Context: an optimization exercise on an open-source flow, tuned for small area. The choices shown serve that exercise and are no tape-out recipe.
RTL that was checked went through simulation tests only; none was proved equivalent to the original.

==> flow/design.v (excerpt) <==
module fp_mul_pipeline (
  input  logic        clk,
  input  logic        rst_n,
  input  logic        valid_data_in,
  input  logic [31:0] in1,
  input  logic [31:0] in2,
  input  logic [2:0]  rounding_mode,
  output logic [31:0] out,
  output logic        overflow,
  output logic        underflow,
  output logic        inexact,
  output logic        invalid_operation,
  output logic        valid_data_out
);
  wire [7:0]  e1 = in1[30:23];
  wire [7:0]  e2 = in2[30:23];
  wire [22:0] f1 = in1[22:0];
  wire [22:0] f2 = in2[22:0];
  wire z1 = ~|e1, z2 = ~|e2;
  wire x1 = &e1,  x2 = &e2;
  wire fz1 = ~|f1, fz2 = ~|f2;
  wire inf1 = x1 & fz1, inf2 = x2 & fz2;
  wire nan1 = x1 & ~fz1, nan2 = x2 & ~fz2;
  wire qn1 = x1 & f1[22], qn2 = x2 & f2[22];
  wire sn1 = nan1 & ~f1[22], sn2 = nan2 & ~f2[22];
  wire sel1 = qn1 | (~qn2 & sn1);           
  wire sel2 = nan2 & ~sel1;                 
  wire c5   = ~(nan1 | nan2) & ((inf1 & z2) | (z1 & inf2));
  wire isnan = nan1 | nan2 | c5;
  wire isinf = ~isnan & (inf1 | inf2);
  wire spec  = z1 | z2 | x1 | x2;
  wire inv   = sn1 | sn2 | c5;
  wire psign = in1[31] ^ in2[31];
  wire sign_a = sel1 ? in1[31] : sel2 ? in2[31] : (psign & ~c5);
  logic [1:0] rt_a;
  always_comb begin
    case (rounding_mode)
      3'd1:    rt_a = 2'd1;
      3'd2:    rt_a = psign ? 2'd2 : 2'd1;
      3'd3:    rt_a = psign ? 2'd1 : 2'd2;
  ...
Size in the first run: about 2100 cells after synthesis, about 140 flip-flops, about 110 I/O pins, ~0.021 sq mm of cells after synthesis.
Settings: LEC_CHECK=0, CAP_MARGIN=20, CORE_MARGIN=2, CORE_UTILIZATION=65, PLACE_DENSITY=0.75, SLEW_MARGIN=20, SYNTH_HIERARCHICAL=1, SYNTH_MINIMUM_KEEP_SIZE=0; clock period 8.0 ns.
run.sh (not shown) runs the stock make flow with config.mk's settings and CLKGATE_MAP_FILE= SYNTH_SCRIPT=/design/flow/synth_recipe.tcl, a recipe that flattens the netlist after the stock synthesis.
The starting point produced a clean layout.
Change:
--- a/flow/config.mk
+++ b/flow/config.mk
@@ -8,6 +8,6 @@
 export CAP_MARGIN = 20
 export CORE_MARGIN = 2
-export CORE_UTILIZATION = 65
-export PLACE_DENSITY = 0.75
+export CORE_UTILIZATION = 40
+export PLACE_DENSITY = 0.6
 export SLEW_MARGIN = 20
 export SYNTH_HIERARCHICAL = 1
Effect:
- cell area went up by 1.4%
- routed wire length went up by 5.5%
- sequential share of layout area drops by 0.18 points
No functional check of the RTL was part of any run of this note.

* * *

Another version of the RTL of fp_mul_pipeline (not shown whole).
Size in the first run: ~140 flip-flops, roughly 110 I/O pins, ~0.018 mm^2 of cells after synthesis.
==> flow/design.v (excerpt) <==
module fp_mul_pipeline (
  input  logic        clk,
  input  logic        rst_n,
  input  logic        valid_data_in,
  input  logic [31:0] in1,
  input  logic [31:0] in2,
  input  logic [2:0]  rounding_mode,
  output logic [31:0] out,
  output logic        overflow,
  output logic        underflow,
  output logic        inexact,
  output logic        invalid_operation,
  output logic        valid_data_out
);
  wire [7:0]  e1 = in1[30:23];
  wire [7:0]  e2 = in2[30:23];
  wire [22:0] f1 = in1[22:0];
  wire [22:0] f2 = in2[22:0];
  wire z1 = ~|e1, z2 = ~|e2;
  wire x1 = &e1,  x2 = &e2;
  wire fz1 = ~|f1, fz2 = ~|f2;
  wire inf1 = x1 & fz1, inf2 = x2 & fz2;
  wire nan1 = x1 & ~fz1, nan2 = x2 & ~fz2;
  wire qn1 = x1 & f1[22], qn2 = x2 & f2[22];
  wire sn1 = nan1 & ~f1[22], sn2 = nan2 & ~f2[22];
  wire sel1 = qn1 | (~qn2 & sn1);           
  wire sel2 = nan2 & ~sel1;                 
  wire c5   = ~(nan1 | nan2) & ((inf1 & z2) | (z1 & inf2));
  wire isnan = nan1 | nan2 | c5;
  wire isinf = ~isnan & (inf1 | inf2);
  wire spec  = z1 | z2 | x1 | x2;
  wire inv   = sn1 | sn2 | c5;
  ...
==> flow/config.mk <==
export PLATFORM = sky130hd
export DESIGN_NAME = fp_mul_pipeline
export DESIGN_NICKNAME = fp_mul_pipeline
export VERILOG_FILES = /design/flow/design.v
export SDC_FILE = /design/flow/constraint.sdc
export NUM_CORES = 4
export LEC_CHECK = 0
export CAP_MARGIN = 5
export CORE_MARGIN = 2
export CORE_UTILIZATION = 60
export CTS_BUF_LIST = sky130_fd_sc_hd__clkbuf_8
export PLACE_DENSITY = 0.72
export SLEW_MARGIN = 5
export SYNTH_HIERARCHICAL = 1
export SYNTH_MINIMUM_KEEP_SIZE = 0
==> flow/constraint.sdc <==
create_clock -name core_clock -period 8.0 [get_ports {clk}]
set_input_delay 1.6000 -clock core_clock [delete_from_list [all_inputs] [get_ports {clk}]]
set_output_delay 1.6000 -clock core_clock [all_outputs]
set_load 0.01 [all_outputs]
standard.sh (not shown) runs the stock make flow with config.mk's settings and CLKGATE_MAP_FILE= SYNTH_SCRIPT=/design/flow/synth_recipe.tcl, a recipe that flattens the netlist after the stock synthesis.
==> flow/flow/run.sh <==
#!/bin/bash
# Standard layout, with plain buf_1 cells as the port buffers and no dummy clock loads.
export BUFFER_PORTS_ARGS="-buffer_cell sky130_fd_sc_hd__buf_1"
export CTS_ARGS="-sink_clustering_enable -repair_clock_nets -buf_list sky130_fd_sc_hd__clkbuf_8 -dont_use_dummy_load"
bash standard.sh > standard.log 2>&1
==> next run, changes <==
==> flow/flow/run.sh (replaced) <==
#!/bin/bash
# Standard layout, with plain buf_1 cells as the port buffers.
export BUFFER_PORTS_ARGS="-buffer_cell sky130_fd_sc_hd__buf_1"
bash standard.sh > standard.log 2>&1
Settings changed: CAP_MARGIN 5 to 20, SLEW_MARGIN 5 to 20.
Utilization is higher by 0.57 points; cell area is higher by 0.86%; cell count rose by 0.60%; wire length climbs by 0.75%; die area is unchanged; worst setup slack is worse by 0.028 ns; area after synthesis does not change; via count increases by 0.76%.

* * *

== cedar ==
Another version of the RTL of fp_mul_pipeline (not shown whole).
For scale: ~110 I/O pins.
==> flow/design.v (excerpt) <==
module fp_mul_pipeline (
  input  logic        clk,
  input  logic        rst_n,
  input  logic        valid_data_in,
  input  logic [31:0] in1,
  input  logic [31:0] in2,
  input  logic [2:0]  rounding_mode,
  output logic [31:0] out,
  output logic        overflow,
  output logic        underflow,
  output logic        inexact,
  output logic        invalid_operation,
  output logic        valid_data_out
);
  wire [7:0]  e1 = in1[30:23];
  wire [7:0]  e2 = in2[30:23];
  wire [22:0] f1 = in1[22:0];
  wire [22:0] f2 = in2[22:0];
  wire z1 = ~|e1, z2 = ~|e2;
  wire x1 = &e1,  x2 = &e2;
  wire fz1 = ~|f1, fz2 = ~|f2;
  wire inf1 = x1 & fz1, inf2 = x2 & fz2;
  wire nan1 = x1 & ~fz1, nan2 = x2 & ~fz2;
  wire qn1 = x1 & f1[22], qn2 = x2 & f2[22];
  wire sn1 = nan1 & ~f1[22], sn2 = nan2 & ~f2[22];
  wire sel1 = qn1 | (~qn2 & sn1);           
  wire sel2 = nan2 & ~sel1;                 
  ...
clock: 8.0 ns
lec_check: 0
cap_margin: 5
core_margin: 2
core_utilization: 60
cts_buf_list: sky130_fd_sc_hd__clkbuf_8
gpl_timing_driven: 0
place_density: 0.72
slew_margin: 5
synth_hierarchical: 1
synth_minimum_keep_size: 0
==> flow/flow/run.sh <==
#!/bin/bash
# Standard layout, with plain buf_1 cells as the port buffers, no dummy clock loads, and
# power recovery (downsizing gates off the critical paths) after global routing.
export BUFFER_PORTS_ARGS="-buffer_cell sky130_fd_sc_hd__buf_1"
export CTS_ARGS="-sink_clustering_enable -repair_clock_nets -buf_list sky130_fd_sc_hd__clkbuf_8 -dont_use_dummy_load"
export RECOVER_POWER=100
bash standard.sh > standard.log 2>&1
cedar completed end to end; final checks failed (max-capacitance violations, max-slew violations).
> inputs changed (cedar -> pepper)
- clearing GPL_TIMING_DRIVEN, which used to be 0
==> flow/flow/run.sh <==
#!/bin/bash
# Standard layout, with plain buf_1 cells as the port buffers and no dummy clock loads.
export BUFFER_PORTS_ARGS="-buffer_cell sky130_fd_sc_hd__buf_1"
export CTS_ARGS="-sink_clustering_enable -repair_clock_nets -buf_list sky130_fd_sc_hd__clkbuf_8 -dont_use_dummy_load"
bash standard.sh > standard.log 2>&1
Notes after the runs:
Taking cedar as the reference, in pepper count of fill cells added during filler insertion picked up an extra 107, non-clock buffer count picked up an extra 10, fraction of the cycle the final worst path needs lost 5.1 points.
pepper: global-route usage 1.9 points above cedar
Relative to cedar, required time of the critical path has increased by 0.02 ns in pepper.
pepper: no failed stages, no open violations at the end
pepper vs cedar: post-layout instance count excluding filler cells up

* * *

lane 1:
fp_mul_pipeline, a different RTL version from the one above (not shown whole).
For scale: roughly 1400 cells after synthesis, about 110 I/O pins.
clock: 8.0 ns
lec_check: 0
cap_margin: 5
cell_pad_in_sites_detail_placement: 1
cell_pad_in_sites_global_placement: 2
core_margin: 2
core_utilization: 45
cts_buf_list: sky130_fd_sc_hd__clkbuf_8
gpl_timing_driven: 0
place_density: 0.6
slew_margin: 5
synth_hierarchical: 1
synth_minimum_keep_size: 0
==> flow/flow/run.sh <==
#!/bin/bash
# Standard layout, with plain buf_1 cells as the port buffers and no dummy clock loads.
export BUFFER_PORTS_ARGS="-buffer_cell sky130_fd_sc_hd__buf_1"
export CTS_ARGS="-sink_clustering_enable -repair_clock_nets -buf_list sky130_fd_sc_hd__clkbuf_8 -dont_use_dummy_load"
bash standard.sh > standard.log 2>&1
No stage failed in lane 1, and the final checks on the layout all came back clean.
What lane 2 does differently from lane 1 at the input level:
Settings: GPL_TIMING_DRIVEN removed (was 0).
Results
[diff] final worst-path setup slack, lane 2 relative to lane 1: improvement. Taking lane 1 as the reference, in lane 2 wire length grew by 9.1%. Lane 2 completed end to end with timing, DRC and antenna clean. Re fmax: lane 2 is about 12% up on lane 1.

## afterwards: timing with drivers on the ports
The flow's constraints put no driver on any port. The routed layouts listed below were extracted and timed again, unchanged, in two steps.
Step 1 (the two cells are an assumption about what drives the block):
set clk [get_ports {clk}]
set_driving_cell -lib_cell sky130_fd_sc_hd__clkbuf_16 $clk
set_driving_cell -lib_cell sky130_fd_sc_hd__buf_2 [delete_from_list [all_inputs] $clk]
Step 2 moves the port delays by t, midway between the first and last clock arrival at a register: inputs arrive t later, outputs are due t later. That takes back most of the time a late clock gives input paths.
Slacks: ideal / step 1 / step 2; pairs: ideal / step 1.
run	t, ns	slack for setup (ns)	slew at the worst register clock pin (ns)	pins driven straight from the clock port
the first run of note 1	0.475	0.800 / 0.800 / 0.800	0.07 / 0.07	1
the second run of note 1	0.493	0.627 / 0.627 / 0.627	0.08 / 0.08	1
the first run of note 2	0.475	0.479 / 0.479 / 0.479	0.08 / 0.08	1
the second run of note 2	0.498	0.451 / 0.451 / 0.451	0.09 / 0.09	1
cedar	0.463	0.224 / 0.224 / 0.224	0.09 / 0.09	1
pepper	0.472	0.635 / 0.635 / 0.635	0.09 / 0.09	1
lane 1	0.517	0.495 / 0.495 / 0.495	0.09 / 0.09	1
lane 2	0.528	1.288 / 1.288 / 1.288	0.09 / 0.09	1
